Source: an optimization exercise on an open RTL-to-GDS flow (aim: small area and few clock cycles per item). Production flows keep margins and buffers that such runs may drop.
The RTL was checked by simulation tests, not by an equivalence proof against the original design.

==> flow/design.v, too long to show whole: its modules and the start of the top module <==
// module gaze_smoothed_zoom_crop_top: 1631 lines
// module gszc_fa: 4 lines
// module gszc_ha: 4 lines
// module gszc_han: 4 lines
module gaze_smoothed_zoom_crop_top (
	input  wire logic                                 clk,
	input  wire logic                                 arst_n,
	input  wire logic                                 gaze_valid,
	output wire logic                                 gaze_ready,
	input  wire logic signed [gszc_pkg::GAZE_W-1:0]   gaze_x,
	input  wire logic signed [gszc_pkg::GAZE_W-1:0]   gaze_y,
	input  wire logic                                 cfg_valid,
	output wire logic                                 cfg_ready,
	input  wire logic [gszc_pkg::CFG_IDX_W-1:0]       cfg_index,
	input  wire logic [gszc_pkg::CROP_W-1:0]          cfg_data,
	output wire logic                                 result_valid,
	input  wire logic                                 result_ready,
	output logic signed [gszc_pkg::GAZE_W-1:0]        result_center_x,
	output logic signed [gszc_pkg::GAZE_W-1:0]        result_center_y,
	output logic        [gszc_pkg::CROP_W-1:0]        result_crop_width,
	output logic        [gszc_pkg::CROP_W-1:0]        result_crop_height,
	output logic signed [gszc_pkg::CORNER_W-1:0]      result_corner_x,
	output logic signed [gszc_pkg::CORNER_W-1:0]      result_corner_y
);
  // ...
==> flow/run.sh <==
#!/bin/bash
# synth_recipe.tcl (not shown) runs the flow's synth.tcl, then flattens the netlist and writes it again
# the make line also repeats each setting of config.mk as NAME=value (left out here)
make -C /OpenROAD-flow-scripts/flow DESIGN_CONFIG=/design/flow/config.mk WORK_HOME=/design/flow/orfs CLKGATE_MAP_FILE= SYNTH_SCRIPT=/design/flow/synth_recipe.tcl finish
==> flow/config.mk <==
export PLATFORM = sky130hd
export DESIGN_NAME = gaze_smoothed_zoom_crop_top
export DESIGN_NICKNAME = gaze_smoothed_zoom_crop_top
export VERILOG_FILES = /design/flow/design.v
export SDC_FILE = /design/flow/constraint.sdc
export NUM_CORES = 4
export LEC_CHECK = 0
export CAP_MARGIN = 20
export CORE_MARGIN = 2
export CORE_UTILIZATION = 40
export CTS_CLUSTER_DIAMETER = 100
export CTS_CLUSTER_SIZE = 30
export SLEW_MARGIN = 20
export SYNTH_HIERARCHICAL = 1
export SYNTH_MINIMUM_KEEP_SIZE = 0
==> flow/constraint.sdc <==
create_clock -name core_clock -period 9.0 [get_ports {clk}]
set_input_delay 1.8000 -clock core_clock [delete_from_list [all_inputs] [get_ports {clk}]]
set_output_delay 1.8000 -clock core_clock [all_outputs]
set_load 0.01 [all_outputs]
==> summary.txt, run 1 <==
Global routing
  – GRT met1 Usage: roughly 23%
  – Grt peak-use layer: met2

Synth
  – Synth Area in Simple Gates: ~10%
  – Yosys reg bits: 546
  – Share of the synthesized area in the top cell type: 28.2%
  – Yosys top cell by area: edfxtp_1
  – EDFF count, synth: between 400 and 500
  – Share of synthesized area spent on multiplexers: about 1.7%
  – Ys flop type: edfxtp_1

Layout
  – Syn-to-layout area delta: 9.53%
  – Sequential cells: between 500 and 600
  – Final Cell Area: between 40,000 and 50,000 sq um
  – ClkCell Share: 2.00%
  – Inverters: 208
  – Final-stage net count: around 4,500
  – Clock buffers: 37

Floorplan
  – Die height: 332 microns
  – Die X-Extent: about 330 microns
  – Row count: 120
  – I/O pins: 128

Run status
  – Status: timing/DRC/antenna clean

Timing
  – Slew Viols, Final: 0
  – Slew HR: between 30% and 40%
  – Final cycle utilization of the critical path: 92.4%
  – Worst Skew: 0.0393 ns
  – RSZ-0062 raised after global routing: no

Worst setup path
  – CP max stage delay: about 0.48 ns
  – Worst r2r src: max_w_q[0]
  – Crit end category: register
  – R2r setup slk: 0.68 ns
  – Crit Reg-Reg Endpoint: mag_w[11]
  – Critical path class: register to register

Detailed routing
  – DRT Wirelength: between 80 and 90 mm
  – DR top layer: met4
  – DRT iter0 DRCs: 1,268

Place
  – Dpl ws: 0.623 ns
  – Post-place instance area: 46,200 sq um

CTS
  – Buffers from clock root to sink, at most: 3
Testbench counts, summed over its fixed seeds: cycles 9,632, items 9,528.
==> inputs of run 2 (changes only) <==
--- a/flow/design.v
+++ b/flow/design.v
@@ -343,18 +343,22 @@
 	wire xsum_69, xsum_70;
 	gszc_fa u_xsum_69 (.a(xsum_35), .b(xsum_34), .c(xsum_68), .s(xsum_69), .co(xsum_70));
 	wire xsum_71, xsum_72;
 	gszc_fa u_xsum_71 (.a(xsum_37), .b(xsum_36), .c(xsum_70), .s(xsum_71), .co(xsum_72));
 	wire xsum_73, xsum_74;
 	gszc_fa u_xsum_73 (.a(xsum_39), .b(xsum_38), .c(xsum_72), .s(xsum_73), .co(xsum_74));
 	wire xsum_75, xsum_76;
 	gszc_fa u_xsum_75 (.a(xsum_41), .b(xsum_40), .c(xsum_74), .s(xsum_75), .co(xsum_76));
-	wire [9:0] xsum_77 = {1'b0, xsum_59, xsum_57, xsum_55, xsum_53, xsum_51, xsum_49, xsum_47, xsum_45, xsum_43} + {1'b0, xsum_58, xsum_56, xsum_54, xsum_52, xsum_50, xsum_48, xsum_46, xsum_44, xsum_42} + 10'(xsum_76);
-	assign sum_x_n = {xsum_77[8], xsum_77[7], xsum_77[6], xsum_77[5], xsum_77[4], xsum_77[3], xsum_77[2], xsum_77[1], xsum_77[0], xsum_75, xsum_73, xsum_71, xsum_69, xsum_67, xsum_65, xsum_63, xsum_61};
+	wire xsum_77, xsum_78;
+	gszc_fa u_xsum_77 (.a(xsum_43), .b(xsum_42), .c(xsum_76), .s(xsum_77), .co(xsum_78));
+	wire xsum_79, xsum_80;
+	gszc_fa u_xsum_79 (.a(xsum_45), .b(xsum_44), .c(xsum_78), .s(xsum_79), .co(xsum_80));
+	wire [7:0] xsum_81 = {1'b0, xsum_59, xsum_57, xsum_55, xsum_53, xsum_51, xsum_49, xsum_47} + {1'b0, xsum_58, xsum_56, xsum_54, xsum_52, xsum_50, xsum_48, xsum_46} + 8'(xsum_80);
+	assign sum_x_n = {xsum_81[6], xsum_81[5], xsum_81[4], xsum_81[3], xsum_81[2], xsum_81[1], xsum_81[0], xsum_79, xsum_77, xsum_75, xsum_73, xsum_71, xsum_69, xsum_67, xsum_65, xsum_63, xsum_61};
 	wire ysum_1, ysum_2;
 	gszc_ha u_ysum_1 (.a(sum_y_q[0]), .b(gaze_y[0]), .s(ysum_1), .co(ysum_2));
 	wire ysum_3, ysum_4;
 	gszc_ha u_ysum_3 (.a(sum_y_q[1]), .b(gaze_y[1]), .s(ysum_3), .co(ysum_4));
 	wire ysum_5, ysum_6;
 	gszc_ha u_ysum_5 (.a(sum_y_q[2]), .b(gaze_y[2]), .s(ysum_5), .co(ysum_6));
 	wire ysum_7, ysum_8;
 	gszc_ha u_ysum_7 (.a(sum_y_q[3]), .b(gaze_y[3]), .s(ysum_7), .co(ysum_8));
@@ -421,18 +425,22 @@
 	wire ysum_69, ysum_70;
 	gszc_fa u_ysum_69 (.a(ysum_35), .b(ysum_34), .c(ysum_68), .s(ysum_69), .co(ysum_70));
 	wire ysum_71, ysum_72;
 	gszc_fa u_ysum_71 (.a(ysum_37), .b(ysum_36), .c(ysum_70), .s(ysum_71), .co(ysum_72));
 	wire ysum_73, ysum_74;
 	gszc_fa u_ysum_73 (.a(ysum_39), .b(ysum_38), .c(ysum_72), .s(ysum_73), .co(ysum_74));
 	wire ysum_75, ysum_76;
 	gszc_fa u_ysum_75 (.a(ysum_41), .b(ysum_40), .c(ysum_74), .s(ysum_75), .co(ysum_76));
-	wire [9:0] ysum_77 = {1'b0, ysum_59, ysum_57, ysum_55, ysum_53, ysum_51, ysum_49, ysum_47, ysum_45, ysum_43} + {1'b0, ysum_58, ysum_56, ysum_54, ysum_52, ysum_50, ysum_48, ysum_46, ysum_44, ysum_42} + 10'(ysum_76);
-	assign sum_y_n = {ysum_77[8], ysum_77[7], ysum_77[6], ysum_77[5], ysum_77[4], ysum_77[3], ysum_77[2], ysum_77[1], ysum_77[0], ysum_75, ysum_73, ysum_71, ysum_69, ysum_67, ysum_65, ysum_63, ysum_61};
+	wire ysum_77, ysum_78;
+	gszc_fa u_ysum_77 (.a(ysum_43), .b(ysum_42), .c(ysum_76), .s(ysum_77), .co(ysum_78));
+	wire ysum_79, ysum_80;
+	gszc_fa u_ysum_79 (.a(ysum_45), .b(ysum_44), .c(ysum_78), .s(ysum_79), .co(ysum_80));
+	wire [7:0] ysum_81 = {1'b0, ysum_59, ysum_57, ysum_55, ysum_53, ysum_51, ysum_49, ysum_47} + {1'b0, ysum_58, ysum_56, ysum_54, ysum_52, ysum_50, ysum_48, ysum_46} + 8'(ysum_80);
+	assign sum_y_n = {ysum_81[6], ysum_81[5], ysum_81[4], ysum_81[3], ysum_81[2], ysum_81[1], ysum_81[0], ysum_79, ysum_77, ysum_75, ysum_73, ysum_71, ysum_69, ysum_67, ysum_65, ysum_63, ysum_61};
 	always_ff @(posedge clk or negedge arst_n) begin
 		if (!arst_n) begin
 			sum_x_q <= SBIAS;
 			sum_y_q <= SBIAS;
 			fill_q  <= '0;
 			v_s1    <= 1'b0;
 		end else begin
 			if (acc) begin
@@ -1068,19 +1076,29 @@
 	wire wmul_223, wmul_224;
 	gszc_fa u_wmul_223 (.a(wmul_189), .b(wmul_148), .c(wmul_188), .s(wmul_223), .co(wmul_224));
 	wire wmul_225, wmul_226;
 	gszc_fa u_wmul_225 (.a(wmul_191), .b(wmul_152), .c(wmul_190), .s(wmul_225), .co(wmul_226));
 	wire wmul_227, wmul_228;
 	gszc_fa u_wmul_227 (.a(wmul_193), .b(wmul_156), .c(wmul_192), .s(wmul_227), .co(wmul_228));
 	wire wmul_229, wmul_230;
 	gszc_fa u_wmul_229 (.a(wmul_195), .b(wmul_160), .c(wmul_194), .s(wmul_229), .co(wmul_230));
-	wire [19:0] wmul_231 = {1'b0, wmul_229, wmul_227, wmul_225, wmul_223, wmul_221, wmul_219, wmul_217, wmul_215, wmul_213, wmul_211, wmul_209, wmul_207, wmul_205, wmul_203, wmul_201, wmul_199, wmul_197, (move_b[1] & mag_w[0]), (move_b[0] & mag_w[0])} + {1'b0, wmul_228, wmul_226, wmul_224, wmul_222, wmul_220, wmul_218, wmul_216, wmul_214, wmul_212, wmul_210, wmul_208, wmul_206, wmul_204, wmul_202, wmul_200, wmul_198, (move_b[0] & mag_w[2]), (move_b[0] & mag_w[1]), 1'b0};
-	assign p_w_b = wmul_231[18:0];
-	assign wmul_co = wmul_231[19];
+	wire wmul_231, wmul_232;
+	gszc_ha u_wmul_231 (.a((move_b[1] & mag_w[0])), .b((move_b[0] & mag_w[1])), .s(wmul_231), .co(wmul_232));
+	wire wmul_233, wmul_234;
+	gszc_fa u_wmul_233 (.a(wmul_197), .b((move_b[0] & mag_w[2])), .c(wmul_232), .s(wmul_233), .co(wmul_234));
+	wire wmul_235, wmul_236;
+	gszc_fa u_wmul_235 (.a(wmul_199), .b(wmul_198), .c(wmul_234), .s(wmul_235), .co(wmul_236));
+	wire wmul_237, wmul_238;
+	gszc_fa u_wmul_237 (.a(wmul_201), .b(wmul_200), .c(wmul_236), .s(wmul_237), .co(wmul_238));
+	wire wmul_239, wmul_240;
+	gszc_fa u_wmul_239 (.a(wmul_203), .b(wmul_202), .c(wmul_238), .s(wmul_239), .co(wmul_240));
+	wire [13:0] wmul_241 = {1'b0, wmul_229, wmul_227, wmul_225, wmul_223, wmul_221, wmul_219, wmul_217, wmul_215, wmul_213, wmul_211, wmul_209, wmul_207, wmul_205} + {1'b0, wmul_228, wmul_226, wmul_224, wmul_222, wmul_220, wmul_218, wmul_216, wmul_214, wmul_212, wmul_210, wmul_208, wmul_206, wmul_204} + 14'(wmul_240);
+	assign p_w_b = {wmul_241[12], wmul_241[11], wmul_241[10], wmul_241[9], wmul_241[8], wmul_241[7], wmul_241[6], wmul_241[5], wmul_241[4], wmul_241[3], wmul_241[2], wmul_241[1], wmul_241[0], wmul_239, wmul_237, wmul_235, wmul_233, wmul_231, (move_b[0] & mag_w[0])};
+	assign wmul_co = wmul_241[13];
 	assign ovf_w_b = (move_b[13] & mag_w[6]) | (move_b[12] & mag_w[7]) | (move_b[13] & mag_w[7]) | (move_b[11] & mag_w[8]) | (move_b[12] & mag_w[8]) | (move_b[13] & mag_w[8]) | (move_b[10] & mag_w[9]) | (move_b[11] & mag_w[9]) | (move_b[12] & mag_w[9]) | (move_b[13] & mag_w[9]) | (move_b[9] & mag_w[10]) | (move_b[10] & mag_w[10]) | (move_b[11] & mag_w[10]) | (move_b[12] & mag_w[10]) | (move_b[13] & mag_w[10]) | (move_b[8] & mag_w[11]) | (move_b[9] & mag_w[11]) | (move_b[10] & mag_w[11]) | (move_b[11] & mag_w[11]) | (move_b[12] & mag_w[11]) | (move_b[13] & mag_w[11]) | wmul_104 | wmul_106 | wmul_162 | wmul_164 | wmul_196 | wmul_230 | wmul_co;
 	wire hmul_co;
 	wire hmul_1, hmul_2;
 	gszc_ha u_hmul_1 (.a((move_b[9] & mag_h[0])), .b((move_b[8] & mag_h[1])), .s(hmul_1), .co(hmul_2));
 	wire hmul_3, hmul_4;
 	gszc_fa u_hmul_3 (.a((move_b[10] & mag_h[0])), .b((move_b[9] & mag_h[1])), .c((move_b[8] & mag_h[2])), .s(hmul_3), .co(hmul_4));
 	wire hmul_5, hmul_6;
 	gszc_ha u_hmul_5 (.a((move_b[7] & mag_h[3])), .b((move_b[6] & mag_h[4])), .s(hmul_5), .co(hmul_6));
@@ -1303,19 +1321,29 @@
 	wire hmul_223, hmul_224;
 	gszc_fa u_hmul_223 (.a(hmul_189), .b(hmul_148), .c(hmul_188), .s(hmul_223), .co(hmul_224));
 	wire hmul_225, hmul_226;
 	gszc_fa u_hmul_225 (.a(hmul_191), .b(hmul_152), .c(hmul_190), .s(hmul_225), .co(hmul_226));
 	wire hmul_227, hmul_228;
 	gszc_fa u_hmul_227 (.a(hmul_193), .b(hmul_156), .c(hmul_192), .s(hmul_227), .co(hmul_228));
 	wire hmul_229, hmul_230;
 	gszc_fa u_hmul_229 (.a(hmul_195), .b(hmul_160), .c(hmul_194), .s(hmul_229), .co(hmul_230));
-	wire [19:0] hmul_231 = {1'b0, hmul_229, hmul_227, hmul_225, hmul_223, hmul_221, hmul_219, hmul_217, hmul_215, hmul_213, hmul_211, hmul_209, hmul_207, hmul_205, hmul_203, hmul_201, hmul_199, hmul_197, (move_b[1] & mag_h[0]), (move_b[0] & mag_h[0])} + {1'b0, hmul_228, hmul_226, hmul_224, hmul_222, hmul_220, hmul_218, hmul_216, hmul_214, hmul_212, hmul_210, hmul_208, hmul_206, hmul_204, hmul_202, hmul_200, hmul_198, (move_b[0] & mag_h[2]), (move_b[0] & mag_h[1]), 1'b0};
-	assign p_h_b = hmul_231[18:0];
-	assign hmul_co = hmul_231[19];
+	wire hmul_231, hmul_232;
+	gszc_ha u_hmul_231 (.a((move_b[1] & mag_h[0])), .b((move_b[0] & mag_h[1])), .s(hmul_231), .co(hmul_232));
+	wire hmul_233, hmul_234;
+	gszc_fa u_hmul_233 (.a(hmul_197), .b((move_b[0] & mag_h[2])), .c(hmul_232), .s(hmul_233), .co(hmul_234));
+	wire hmul_235, hmul_236;
+	gszc_fa u_hmul_235 (.a(hmul_199), .b(hmul_198), .c(hmul_234), .s(hmul_235), .co(hmul_236));
+	wire hmul_237, hmul_238;
+	gszc_fa u_hmul_237 (.a(hmul_201), .b(hmul_200), .c(hmul_236), .s(hmul_237), .co(hmul_238));
+	wire hmul_239, hmul_240;
+	gszc_fa u_hmul_239 (.a(hmul_203), .b(hmul_202), .c(hmul_238), .s(hmul_239), .co(hmul_240));
+	wire [13:0] hmul_241 = {1'b0, hmul_229, hmul_227, hmul_225, hmul_223, hmul_221, hmul_219, hmul_217, hmul_215, hmul_213, hmul_211, hmul_209, hmul_207, hmul_205} + {1'b0, hmul_228, hmul_226, hmul_224, hmul_222, hmul_220, hmul_218, hmul_216, hmul_214, hmul_212, hmul_210, hmul_208, hmul_206, hmul_204} + 14'(hmul_240);
+	assign p_h_b = {hmul_241[12], hmul_241[11], hmul_241[10], hmul_241[9], hmul_241[8], hmul_241[7], hmul_241[6], hmul_241[5], hmul_241[4], hmul_241[3], hmul_241[2], hmul_241[1], hmul_241[0], hmul_239, hmul_237, hmul_235, hmul_233, hmul_231, (move_b[0] & mag_h[0])};
+	assign hmul_co = hmul_241[13];
 	assign ovf_h_b = (move_b[13] & mag_h[6]) | (move_b[12] & mag_h[7]) | (move_b[13] & mag_h[7]) | (move_b[11] & mag_h[8]) | (move_b[12] & mag_h[8]) | (move_b[13] & mag_h[8]) | (move_b[10] & mag_h[9]) | (move_b[11] & mag_h[9]) | (move_b[12] & mag_h[9]) | (move_b[13] & mag_h[9]) | (move_b[9] & mag_h[10]) | (move_b[10] & mag_h[10]) | (move_b[11] & mag_h[10]) | (move_b[12] & mag_h[10]) | (move_b[13] & mag_h[10]) | (move_b[8] & mag_h[11]) | (move_b[9] & mag_h[11]) | (move_b[10] & mag_h[11]) | (move_b[11] & mag_h[11]) | (move_b[12] & mag_h[11]) | (move_b[13] & mag_h[11]) | hmul_104 | hmul_106 | hmul_162 | hmul_164 | hmul_196 | hmul_230 | hmul_co;
 	always_ff @(posedge clk or negedge arst_n) begin
 		if (!arst_n) v_s3 <= 1'b0;
 		else if (rdy_s3) v_s3 <= v_s2;
 	end
 	always_ff @(posedge clk) begin
 		if (rdy_s3 && v_s2) begin
 			cx_s3    <= cx_s2;
@@ -1478,18 +1506,28 @@
 	wire wdiv_147, wdiv_148;
 	gszc_fa u_wdiv_147 (.a(wdiv_107), .b(1'b1), .c(wdiv_106), .s(wdiv_147), .co(wdiv_148));
 	wire wdiv_149, wdiv_150;
 	gszc_fa u_wdiv_149 (.a(wdiv_109), .b(1'b1), .c(wdiv_108), .s(wdiv_149), .co(wdiv_150));
 	wire wdiv_151, wdiv_152;
 	gszc_fa u_wdiv_151 (.a(p_w_s3[17]), .b(1'b1), .c(wdiv_110), .s(wdiv_151), .co(wdiv_152));
 	wire wdiv_153, wdiv_154;
 	gszc_ha u_wdiv_153 (.a(p_w_s3[18]), .b(1'b1), .s(wdiv_153), .co(wdiv_154));
-	wire [35:0] wdiv_155 = {1'b0, 1'b1, wdiv_153, wdiv_151, wdiv_149, wdiv_147, wdiv_145, wdiv_143, wdiv_141, wdiv_139, wdiv_137, wdiv_135, wdiv_133, wdiv_131, wdiv_129, wdiv_127, wdiv_125, wdiv_123, wdiv_121, wdiv_119, wdiv_117, wdiv_115, wdiv_113, wdiv_111, 1'b0, 1'b0, 1'b0, 1'b0, 1'b0, 1'b0, 1'b1, 1'b0, 1'b1, 1'b0, 1'b0, 1'b1} + {1'b0, wdiv_154, wdiv_152, wdiv_150, wdiv_148, wdiv_146, wdiv_144, wdiv_142, wdiv_140, wdiv_138, wdiv_136, wdiv_134, wdiv_132, wdiv_130, wdiv_128, wdiv_126, wdiv_124, wdiv_122, wdiv_120, wdiv_118, wdiv_116, wdiv_114, wdiv_112, neg_w, 1'b0, 1'b0, 1'b0, 1'b0, 1'b0, 1'b0, 1'b0, 1'b0, 1'b0, 1'b0, 1'b0, 1'b0};
-	assign q_w = wdiv_155[34:22];
+	wire wdiv_155, wdiv_156;
+	gszc_ha u_wdiv_155 (.a(wdiv_111), .b(neg_w), .s(wdiv_155), .co(wdiv_156));
+	wire wdiv_157, wdiv_158;
+	gszc_fa u_wdiv_157 (.a(wdiv_113), .b(wdiv_112), .c(wdiv_156), .s(wdiv_157), .co(wdiv_158));
+	wire wdiv_159, wdiv_160;
+	gszc_fa u_wdiv_159 (.a(wdiv_115), .b(wdiv_114), .c(wdiv_158), .s(wdiv_159), .co(wdiv_160));
+	wire wdiv_161, wdiv_162;
+	gszc_fa u_wdiv_161 (.a(wdiv_117), .b(wdiv_116), .c(wdiv_160), .s(wdiv_161), .co(wdiv_162));
+	wire wdiv_163, wdiv_164;
+	gszc_fa u_wdiv_163 (.a(wdiv_119), .b(wdiv_118), .c(wdiv_162), .s(wdiv_163), .co(wdiv_164));
+	wire [18:0] wdiv_165 = {1'b0, 1'b1, wdiv_153, wdiv_151, wdiv_149, wdiv_147, wdiv_145, wdiv_143, wdiv_141, wdiv_139, wdiv_137, wdiv_135, wdiv_133, wdiv_131, wdiv_129, wdiv_127, wdiv_125, wdiv_123, wdiv_121} + {1'b0, wdiv_154, wdiv_152, wdiv_150, wdiv_148, wdiv_146, wdiv_144, wdiv_142, wdiv_140, wdiv_138, wdiv_136, wdiv_134, wdiv_132, wdiv_130, wdiv_128, wdiv_126, wdiv_124, wdiv_122, wdiv_120} + 19'(wdiv_164);
+	assign q_w = {wdiv_165[17], wdiv_165[16], wdiv_165[15], wdiv_165[14], wdiv_165[13], wdiv_165[12], wdiv_165[11], wdiv_165[10], wdiv_165[9], wdiv_165[8], wdiv_165[7], wdiv_165[6], wdiv_165[5]};
 	wire hdiv_1, hdiv_2;
 	gszc_ha u_hdiv_1 (.a(p_h_s3[0]), .b(p_h_s3[2]), .s(hdiv_1), .co(hdiv_2));
 	wire hdiv_3, hdiv_4;
 	gszc_fa u_hdiv_3 (.a(p_h_s3[1]), .b(p_h_s3[3]), .c(p_h_s3[6]), .s(hdiv_3), .co(hdiv_4));
 	wire hdiv_5, hdiv_6;
 	gszc_fa u_hdiv_5 (.a(p_h_s3[2]), .b(p_h_s3[4]), .c(p_h_s3[7]), .s(hdiv_5), .co(hdiv_6));
 	wire hdiv_7, hdiv_8;
 	gszc_fa u_hdiv_7 (.a(p_h_s3[3]), .b(p_h_s3[5]), .c(p_h_s3[8]), .s(hdiv_7), .co(hdiv_8));
@@ -1634,18 +1672,28 @@
 	wire hdiv_147, hdiv_148;
 	gszc_fa u_hdiv_147 (.a(hdiv_107), .b(1'b1), .c(hdiv_106), .s(hdiv_147), .co(hdiv_148));
 	wire hdiv_149, hdiv_150;
 	gszc_fa u_hdiv_149 (.a(hdiv_109), .b(1'b1), .c(hdiv_108), .s(hdiv_149), .co(hdiv_150));
 	wire hdiv_151, hdiv_152;
 	gszc_fa u_hdiv_151 (.a(p_h_s3[17]), .b(1'b1), .c(hdiv_110), .s(hdiv_151), .co(hdiv_152));
 	wire hdiv_153, hdiv_154;
 	gszc_ha u_hdiv_153 (.a(p_h_s3[18]), .b(1'b1), .s(hdiv_153), .co(hdiv_154));
-	wire [35:0] hdiv_155 = {1'b0, 1'b1, hdiv_153, hdiv_151, hdiv_149, hdiv_147, hdiv_145, hdiv_143, hdiv_141, hdiv_139, hdiv_137, hdiv_135, hdiv_133, hdiv_131, hdiv_129, hdiv_127, hdiv_125, hdiv_123, hdiv_121, hdiv_119, hdiv_117, hdiv_115, hdiv_113, hdiv_111, 1'b0, 1'b0, 1'b0, 1'b0, 1'b0, 1'b0, 1'b1, 1'b0, 1'b1, 1'b0, 1'b0, 1'b1} + {1'b0, hdiv_154, hdiv_152, hdiv_150, hdiv_148, hdiv_146, hdiv_144, hdiv_142, hdiv_140, hdiv_138, hdiv_136, hdiv_134, hdiv_132, hdiv_130, hdiv_128, hdiv_126, hdiv_124, hdiv_122, hdiv_120, hdiv_118, hdiv_116, hdiv_114, hdiv_112, neg_h, 1'b0, 1'b0, 1'b0, 1'b0, 1'b0, 1'b0, 1'b0, 1'b0, 1'b0, 1'b0, 1'b0, 1'b0};
-	assign q_h = hdiv_155[34:22];
+	wire hdiv_155, hdiv_156;
+	gszc_ha u_hdiv_155 (.a(hdiv_111), .b(neg_h), .s(hdiv_155), .co(hdiv_156));
+	wire hdiv_157, hdiv_158;
+	gszc_fa u_hdiv_157 (.a(hdiv_113), .b(hdiv_112), .c(hdiv_156), .s(hdiv_157), .co(hdiv_158));
+	wire hdiv_159, hdiv_160;
+	gszc_fa u_hdiv_159 (.a(hdiv_115), .b(hdiv_114), .c(hdiv_158), .s(hdiv_159), .co(hdiv_160));
+	wire hdiv_161, hdiv_162;
+	gszc_fa u_hdiv_161 (.a(hdiv_117), .b(hdiv_116), .c(hdiv_160), .s(hdiv_161), .co(hdiv_162));
+	wire hdiv_163, hdiv_164;
+	gszc_fa u_hdiv_163 (.a(hdiv_119), .b(hdiv_118), .c(hdiv_162), .s(hdiv_163), .co(hdiv_164));
+	wire [18:0] hdiv_165 = {1'b0, 1'b1, hdiv_153, hdiv_151, hdiv_149, hdiv_147, hdiv_145, hdiv_143, hdiv_141, hdiv_139, hdiv_137, hdiv_135, hdiv_133, hdiv_131, hdiv_129, hdiv_127, hdiv_125, hdiv_123, hdiv_121} + {1'b0, hdiv_154, hdiv_152, hdiv_150, hdiv_148, hdiv_146, hdiv_144, hdiv_142, hdiv_140, hdiv_138, hdiv_136, hdiv_134, hdiv_132, hdiv_130, hdiv_128, hdiv_126, hdiv_124, hdiv_122, hdiv_120} + 19'(hdiv_164);
+	assign q_h = {hdiv_165[17], hdiv_165[16], hdiv_165[15], hdiv_165[14], hdiv_165[13], hdiv_165[12], hdiv_165[11], hdiv_165[10], hdiv_165[9], hdiv_165[8], hdiv_165[7], hdiv_165[6], hdiv_165[5]};
 	assign t_w = neg_w ? {2'b0, max_w_q} - {1'b0, q_w} : {2'b0, max_w_q} + {1'b0, q_w};
 	assign t_h = neg_h ? {2'b0, max_h_q} - {1'b0, q_h} : {2'b0, max_h_q} + {1'b0, q_h};
 	assign cw_c = neg_w ? ((ovf_w_s3 || t_w[CW+1]) ? '0 : t_w[CW-1:0])
 	                    : ((ovf_w_s3 || t_w[CW+1] || t_w[CW]) ? {CW{1'b1}} : t_w[CW-1:0]);
 	assign ch_c = neg_h ? ((ovf_h_s3 || t_h[CW+1]) ? '0 : t_h[CW-1:0])
 	                    : ((ovf_h_s3 || t_h[CW+1] || t_h[CW]) ? {CW{1'b1}} : t_h[CW-1:0]);
 	always_ff @(posedge clk or negedge arst_n) begin
 		if (!arst_n) v_s4 <= 1'b0;
@@ -1656,18 +1704,96 @@
 			result_center_x <= cx_s3;
 			result_center_y <= cy_s3;
 			cw_s4           <= cw_c;
 			ch_s4           <= ch_c;
 		end
 	end
 	assign result_crop_width  = cw_s4;
 	assign result_crop_height = ch_s4;
-	assign result_corner_x    = KW'(result_center_x) - $signed(KW'(cw_s4[CW-1:1]));
-	assign result_corner_y    = KW'(result_center_y) - $signed(KW'(ch_s4[CW-1:1]));
+	wire xcn_1, xcn_2;
+gszc_ha u_xcn_1 (.a(result_center_x[0]), .b(~cw_s4[1]), .s(xcn_1), .co(xcn_2));
+wire xcn_3, xcn_4;
+gszc_ha u_xcn_3 (.a(result_center_x[1]), .b(~cw_s4[2]), .s(xcn_3), .co(xcn_4));
+wire xcn_5, xcn_6;
+gszc_ha u_xcn_5 (.a(result_center_x[2]), .b(~cw_s4[3]), .s(xcn_5), .co(xcn_6));
+wire xcn_7, xcn_8;
+gszc_ha u_xcn_7 (.a(result_center_x[3]), .b(~cw_s4[4]), .s(xcn_7), .co(xcn_8));
+wire xcn_9, xcn_10;
+gszc_ha u_xcn_9 (.a(result_center_x[4]), .b(~cw_s4[5]), .s(xcn_9), .co(xcn_10));
+wire xcn_11, xcn_12;
+gszc_ha u_xcn_11 (.a(result_center_x[5]), .b(~cw_s4[6]), .s(xcn_11), .co(xcn_12));
+wire xcn_13, xcn_14;
+gszc_ha u_xcn_13 (.a(result_center_x[6]), .b(~cw_s4[7]), .s(xcn_13), .co(xcn_14));
+wire xcn_15, xcn_16;
+gszc_ha u_xcn_15 (.a(result_center_x[7]), .b(~cw_s4[8]), .s(xcn_15), .co(xcn_16));
+wire xcn_17, xcn_18;
+gszc_ha u_xcn_17 (.a(result_center_x[8]), .b(~cw_s4[9]), .s(xcn_17), .co(xcn_18));
+wire xcn_19, xcn_20;
+gszc_ha u_xcn_19 (.a(result_center_x[9]), .b(~cw_s4[10]), .s(xcn_19), .co(xcn_20));
+wire xcn_21, xcn_22;
+gszc_ha u_xcn_21 (.a(result_center_x[10]), .b(~cw_s4[11]), .s(xcn_21), .co(xcn_22));
+wire xcn_23, xcn_24;
+gszc_ha u_xcn_23 (.a(result_center_x[11]), .b(1'b1), .s(xcn_23), .co(xcn_24));
+wire xcn_25, xcn_26;
+gszc_ha u_xcn_25 (.a(xcn_1), .b(1'b1), .s(xcn_25), .co(xcn_26));
+wire xcn_27, xcn_28;
+gszc_fa u_xcn_27 (.a(xcn_3), .b(xcn_2), .c(xcn_26), .s(xcn_27), .co(xcn_28));
+wire xcn_29, xcn_30;
+gszc_fa u_xcn_29 (.a(xcn_5), .b(xcn_4), .c(xcn_28), .s(xcn_29), .co(xcn_30));
+wire xcn_31, xcn_32;
+gszc_fa u_xcn_31 (.a(xcn_7), .b(xcn_6), .c(xcn_30), .s(xcn_31), .co(xcn_32));
+wire xcn_33, xcn_34;
+gszc_fa u_xcn_33 (.a(xcn_9), .b(xcn_8), .c(xcn_32), .s(xcn_33), .co(xcn_34));
+wire xcn_35, xcn_36;
+gszc_fa u_xcn_35 (.a(xcn_11), .b(xcn_10), .c(xcn_34), .s(xcn_35), .co(xcn_36));
+wire xcn_37, xcn_38;
+gszc_fa u_xcn_37 (.a(xcn_13), .b(xcn_12), .c(xcn_36), .s(xcn_37), .co(xcn_38));
+wire [7:0] xcn_39 = {1'b0, 1'b1, ~result_center_x[12], xcn_23, xcn_21, xcn_19, xcn_17, xcn_15} + {1'b0, 1'b0, xcn_24, xcn_22, xcn_20, xcn_18, xcn_16, xcn_14} + 8'(xcn_38);
+assign result_corner_x = {xcn_39[6], xcn_39[5], xcn_39[4], xcn_39[3], xcn_39[2], xcn_39[1], xcn_39[0], xcn_37, xcn_35, xcn_33, xcn_31, xcn_29, xcn_27, xcn_25};
+	wire ycn_1, ycn_2;
+gszc_ha u_ycn_1 (.a(result_center_y[0]), .b(~ch_s4[1]), .s(ycn_1), .co(ycn_2));
+wire ycn_3, ycn_4;
+gszc_ha u_ycn_3 (.a(result_center_y[1]), .b(~ch_s4[2]), .s(ycn_3), .co(ycn_4));
+wire ycn_5, ycn_6;
+gszc_ha u_ycn_5 (.a(result_center_y[2]), .b(~ch_s4[3]), .s(ycn_5), .co(ycn_6));
+wire ycn_7, ycn_8;
+gszc_ha u_ycn_7 (.a(result_center_y[3]), .b(~ch_s4[4]), .s(ycn_7), .co(ycn_8));
+wire ycn_9, ycn_10;
+gszc_ha u_ycn_9 (.a(result_center_y[4]), .b(~ch_s4[5]), .s(ycn_9), .co(ycn_10));
+wire ycn_11, ycn_12;
+gszc_ha u_ycn_11 (.a(result_center_y[5]), .b(~ch_s4[6]), .s(ycn_11), .co(ycn_12));
+wire ycn_13, ycn_14;
+gszc_ha u_ycn_13 (.a(result_center_y[6]), .b(~ch_s4[7]), .s(ycn_13), .co(ycn_14));
+wire ycn_15, ycn_16;
+gszc_ha u_ycn_15 (.a(result_center_y[7]), .b(~ch_s4[8]), .s(ycn_15), .co(ycn_16));
+wire ycn_17, ycn_18;
+gszc_ha u_ycn_17 (.a(result_center_y[8]), .b(~ch_s4[9]), .s(ycn_17), .co(ycn_18));
+wire ycn_19, ycn_20;
+gszc_ha u_ycn_19 (.a(result_center_y[9]), .b(~ch_s4[10]), .s(ycn_19), .co(ycn_20));
+wire ycn_21, ycn_22;
+gszc_ha u_ycn_21 (.a(result_center_y[10]), .b(~ch_s4[11]), .s(ycn_21), .co(ycn_22));
+wire ycn_23, ycn_24;
+gszc_ha u_ycn_23 (.a(result_center_y[11]), .b(1'b1), .s(ycn_23), .co(ycn_24));
+wire ycn_25, ycn_26;
+gszc_ha u_ycn_25 (.a(ycn_1), .b(1'b1), .s(ycn_25), .co(ycn_26));
+wire ycn_27, ycn_28;
+gszc_fa u_ycn_27 (.a(ycn_3), .b(ycn_2), .c(ycn_26), .s(ycn_27), .co(ycn_28));
+wire ycn_29, ycn_30;
+gszc_fa u_ycn_29 (.a(ycn_5), .b(ycn_4), .c(ycn_28), .s(ycn_29), .co(ycn_30));
+wire ycn_31, ycn_32;
+gszc_fa u_ycn_31 (.a(ycn_7), .b(ycn_6), .c(ycn_30), .s(ycn_31), .co(ycn_32));
+wire ycn_33, ycn_34;
+gszc_fa u_ycn_33 (.a(ycn_9), .b(ycn_8), .c(ycn_32), .s(ycn_33), .co(ycn_34));
+wire ycn_35, ycn_36;
+gszc_fa u_ycn_35 (.a(ycn_11), .b(ycn_10), .c(ycn_34), .s(ycn_35), .co(ycn_36));
+wire ycn_37, ycn_38;
+gszc_fa u_ycn_37 (.a(ycn_13), .b(ycn_12), .c(ycn_36), .s(ycn_37), .co(ycn_38));
+wire [7:0] ycn_39 = {1'b0, 1'b1, ~result_center_y[12], ycn_23, ycn_21, ycn_19, ycn_17, ycn_15} + {1'b0, 1'b0, ycn_24, ycn_22, ycn_20, ycn_18, ycn_16, ycn_14} + 8'(ycn_38);
+assign result_corner_y = {ycn_39[6], ycn_39[5], ycn_39[4], ycn_39[3], ycn_39[2], ycn_39[1], ycn_39[0], ycn_37, ycn_35, ycn_33, ycn_31, ycn_29, ycn_27, ycn_25};
 	assign result_valid       = v_s4;
 endmodule
 `default_nettype wire
 module gszc_fa (input wire logic a, input wire logic b, input wire logic c, output wire logic s, output wire logic co);
 	assign s  = a ^ b ^ c;
 	assign co = (a & b) | (a & c) | (b & c);
 endmodule
 module gszc_ha (input wire logic a, input wire logic b, output wire logic s, output wire logic co);
==> summary.txt, run 2 <==
Floorplan
  – Die X-Extent: 331 microns (was 332 microns)
  – Row count: 119 (was 120)
  – Core area: 106,000 sq um (was 107,000 sq um)
  – Die area: 109,000 sq um (was 110,000 sq um)
  – Die height: 331 microns (was 332 microns)
  – Starting Density: 40.5% (was 40.3%)
  – I/O pins: 128 (unchanged)

Detailed routing
  – Initial DRT Pass Iterations: 7 (was 5)
  – DR vias/cell: 5.03 (was 5.06)
  – Final antenna-violating net count: 0 (unchanged)
  – DR WL/cell: 18.1 microns (was 18.2 microns)
  – Vias: 24,100 (was 25,000)
  – Residual DRC: 0 (unchanged)
  – DRT iter0 DRCs: 1,114 (was 1,268)
  – DRT Wirelength: 86.8 mm (was 89.7 mm)

Worst setup path
  – CP required: 9.36 ns (was 9.53 ns)
  – WP buf/inv: 1 (was 2)
  – Worst Setup SP: p_h_s3[8] (was max_w_q[0])
  – R2r setup slk: 0.57 ns (was 0.68 ns)
  – Max FO, Critical Path: 12 (was 13)
  – Critical path depth in cells: 28 (unchanged)
  – Worst setup SP type: register (unchanged)
  – Slowest cell on the critical path: fa_1 (unchanged)
  – Crit end category: register (unchanged)
  – Worst EP arrival: 8.79 ns (was 8.84 ns)
  – Worst r2r src: p_h_s3[8] (was max_w_q[0])
  – Critical Path Sink: ch_s4[1] (was mag_w[11])
  – Delay-heaviest family, CP: adder cells (unchanged)
  – Critical path class: register to register (unchanged)
  – CP max stage delay: 0.52 ns (was 0.48 ns)
  – Critical path's most frequent cell: fa_1 (was ha_1)
  – Reg2reg path depth: 28 (unchanged)
  – Crit Reg-Reg Endpoint: ch_s4[1] (was mag_w[11])

Synth
  – Post-synthesis compound-gate area fraction: 6.01% (was 7.71%)
  – Ys Warns: 11 (unchanged)
  – Sequential area share after synthesis: 36.5% (was 36.2%)
  – XOR/XNOR Fraction of Synth Area: 4.28% (was 4.35%)
  – Avg Inst Size Synth: 13.3 sq um (was 12.8 sq um)
  – Main combinational cell family by area after synthesis: adder cells (unchanged)
  – Yosys top cell by area: edfxtp_1 (unchanged)
  – Post-synth top cells: fa_1, edfxtp_1, ha_1 (unchanged)
  – Ys async rst share: 21.2% (unchanged)
  – Cell variety after synth: 86 (was 100)
  – Post-Synth Adder-Cell Area: 39.3% (was 37.6%)
  – Synth Area in Simple Gates: 8.97% (was 9.88%)
  – EDFF count, synth: 404 (unchanged)
  – Leading post-synthesis cells by cell area: edfxtp_1, fa_1, ha_1 (unchanged)
  – Ys flop type: edfxtp_1 (unchanged)
  – Post-Synthesis Cells: 3,224 (was 3,356)
  – Post-synthesis cell area: 42,700 sq um (was 43,000 sq um)
  – Share of the synthesized area in the top cell type: 28.4% (was 28.2%)
  – Yosys reg bits: 546 (unchanged)
  – Share of synthesized area spent on multiplexers: 2.27% (was 1.70%)
  – Cell with the most instances after synthesis: fa_1 (unchanged)

Place
  – GPL Wtd Cong: 0.831 (was 0.842)
  – Post-place instance area: 45,800 sq um (was 46,200 sq um)
  – HPWL Detailed: 67.4 mm (was 69.6 mm)
  – Placed Instances: 4,731 (was 4,885)
  – Number of buffers added on ports: 126 (unchanged)

Timing
  – Slew HR: 34.5% (was 30.7%)
  – Post-layout min period: 8.43 ns (was 8.32 ns)
  – RSZ-0062 raised after global routing: no (unchanged)
  – Final Setup Violations: 0 (unchanged)
  – Setup_tns: 0 ns (unchanged)
  – Worst Skew: 0.0300 ns (was 0.0393 ns)
  – Fmax achieved: 119 MHz (was 120 MHz)
  – Slew Viols, Final: 0 (unchanged)
  – Fin. Hold Viols: 0 (unchanged)
  – Measured slew at the worst slew-check pin: 0.983 ns (was 1.04 ns)
  – Final cycle utilization of the critical path: 93.6% (was 92.4%)

Layout
  – Finished Layout Cells: 4,787 (was 4,937)
  – Commonest cells after routing, fill and taps aside: fa_1, edfxtp_1, ha_1, and2_1, inv_1 (unchanged)
  – Ant diodes: 0 (was 2)
  – Biggest regs: win_x_q (130), win_y_q (130) (unchanged)
  – Syn-to-layout area delta: 9.75% (was 9.53%)
  – Final Cell Area: 46,900 sq um (was 47,100 sq um)
  – Final-stage net count: 4,407 (was 4,515)
  – Share of cells above drive strength 1: 6.36% (was 5.69%)
  – Commonest non-fill, non-tap cell in the layout: fa_1 (unchanged)

CTS
  – CTS Buf Count: 29 (was 27)
  – Worst skew pair latency: 0.64 ns (about the same)
  – Buffers from clock root to sink, at most: 3 (unchanged)
  – CTS tree: yes (unchanged)
  – Root Driver: clkbuf_16 (unchanged)
  – Num Clock Sinks: 546 (unchanged)
  – CTS HTree Levels: 1 (unchanged)
  – Clock slew at reported path FFs: 0.10 ns (was 0.11 ns)

Global routing
  – Global Route Usage Sum: 16.5% (about the same)
  – Total gr overflow: 0 (unchanged)
  – Largest net degree at the start of global routing: 134 (was 102)
  – Antenna violations before repair: 4 (was 2)
  – Vias in the first global route: 26,000 (was 26,400)
  – First-pass GRT wire length: 142 mm (was 144 mm)

Run status
  – Status: timing/DRC/antenna clean (unchanged)

Hold path
  – Hold Path Class: register to register (unchanged)

Flow run
  – Max Cap Viol: 0 (unchanged)
[run 2: what timing repair did]
| action | CTS | global route |
|---|---|---|
| gates resized for setup | 0 | 1 |
| buffers inserted | 0 | 1 |
| setup endpoints to repair | 0 | 24 |
| hold buffers | 0 | 0 |
[run 2: worst register-to-register path, delay by kind of cell, from the launching register on]
family	cells	cell delay (ns)
adders and majority gates	8	3.39
AOI/OAI and AO/OA	11	2.50
muxes	3	0.83
and+or+nand+nor	4	0.65
DFF	1	0.51
xor gates and xnor gates	1	0.15
buffers and inverters	1	0.12
[run 2: cells by family (layout without fill, tap and decap cells)]
family                     after synthesis  in the layout
AOI/OAI and AO/OA                      394            394
xor gates and xnor gates               209            209
adders and majority gates              987            987
buffers and inverters                  285            407
DFF                                    546            546
muxes                                   87             87
other                                    1             51
and+or+nand+nor                        715            715
[run 2: area by class of cell]
class | instances | area [sq um]
inverters | 183 | 694
clock inverters | 18 | 284
clock buffers | 36 | 752
multi-input cells | 2443 | 26200
repair buffers | 170 | 1610
fillers | 9657 | 58700
flip-flops and latches | 546 | 15600
well taps | 1391 | 1740
[run 2: metrics by stage]
| step | setup WS, ns | hold WS (ns) | util (%) |
|---|---|---|---|
| 6_report | 0.572 | 0.418 | 44.4 |
| 5_1_grt | 0.0288 | 0.421 | 44.4 |
| 4_1_cts | 0.452 | 0.416 | 44.4 |
| 3_5_place_dp | 0.470 | 0.405 | 43.4 |
| 3_3_place_gp | 0.505 | 0.401 | 43.4 |
| 2_1_floorplan | 0.536 | 0.400 | - |
[run 2: per-module statistics from Yosys (local to each module, per instance)]
module / cells inside / flip-flops and latches / times used / area [sq um]
gaze_smoothed_zoom_crop_top: 2450 / 546 / 1 / 28700
gszc_fa: 1 / 0 / 576 / 20.0
gszc_ha: 1 / 0 / 198 / 12.5
[run 2: layer usage]
| layer | vias up | GRT usage (%) | wire (microns) |
|---|---|---|---|
| li1 | 11200 | - | - |
| met1 | 12400 | 23.4 | 40300 |
| met2 | 375 | 27.3 | 41200 |
| met3 | 76 | 2.10 | 3370 |
| met4 | 4 | 3.54 | 1900 |
| met5 | - | 0 | 27 |
[run 2: worst min-delay path by stage]
stage,from,to,cells after the start,slack [ns]
after floorplan,cx_s3[0],result_center_x[0],0,0.40
after global placement,win_x_q[7][6],win_x_q[6][6],0,0.40
after detailed placement,cx_s3[11],result_center_x[11],0,0.40
after CTS,win_x_q[8][6],win_x_q[7][6],0,0.42
after global routing,win_x_q[4][3],win_x_q[3][3],0,0.42
final,win_x_q[8][6],win_x_q[7][6],0,0.42
Testbench counts of run 2, summed over its fixed seeds: cycles 9,632, items 9,528.

-- static timing again, ports no longer ideal --
Ports are ideal in the flow. The routed layouts listed here were re-timed in OpenROAD.
Step 1 (the two cells are an assumption about what drives the block):
set clk [get_ports {clk}]
set_driving_cell -lib_cell sky130_fd_sc_hd__clkbuf_16 $clk
set_driving_cell -lib_cell sky130_fd_sc_hd__buf_2 [delete_from_list [all_inputs] $clk]
Step 2 adds t to the input delays and takes it off the output delays; t is the mean of the earliest and latest rising clock arrival at the registers after step 1. Input paths then give back, and output paths get back, about the clock's delay inside the block.
a / b / c = ideal / step 1 / step 2; a / b = the first two.
run | t (ns) | setup slack, ns | worst hold slack (ns) | worst slew at a driven data input, ns
run 1 | 0.691 | 0.684 / 0.684 / 0.684 | 0.420 / 0.420 / 0.420 | 0.04
run 2 | 0.697 | 0.572 / 0.572 / 0.470 | 0.418 / 0.418 / 0.418 | 0.07
After both steps every run listed still meets setup and hold. For run 2, which loses most, drivers alone change the setup slack by 0.000 ns; drivers and shift together by -0.102 ns.
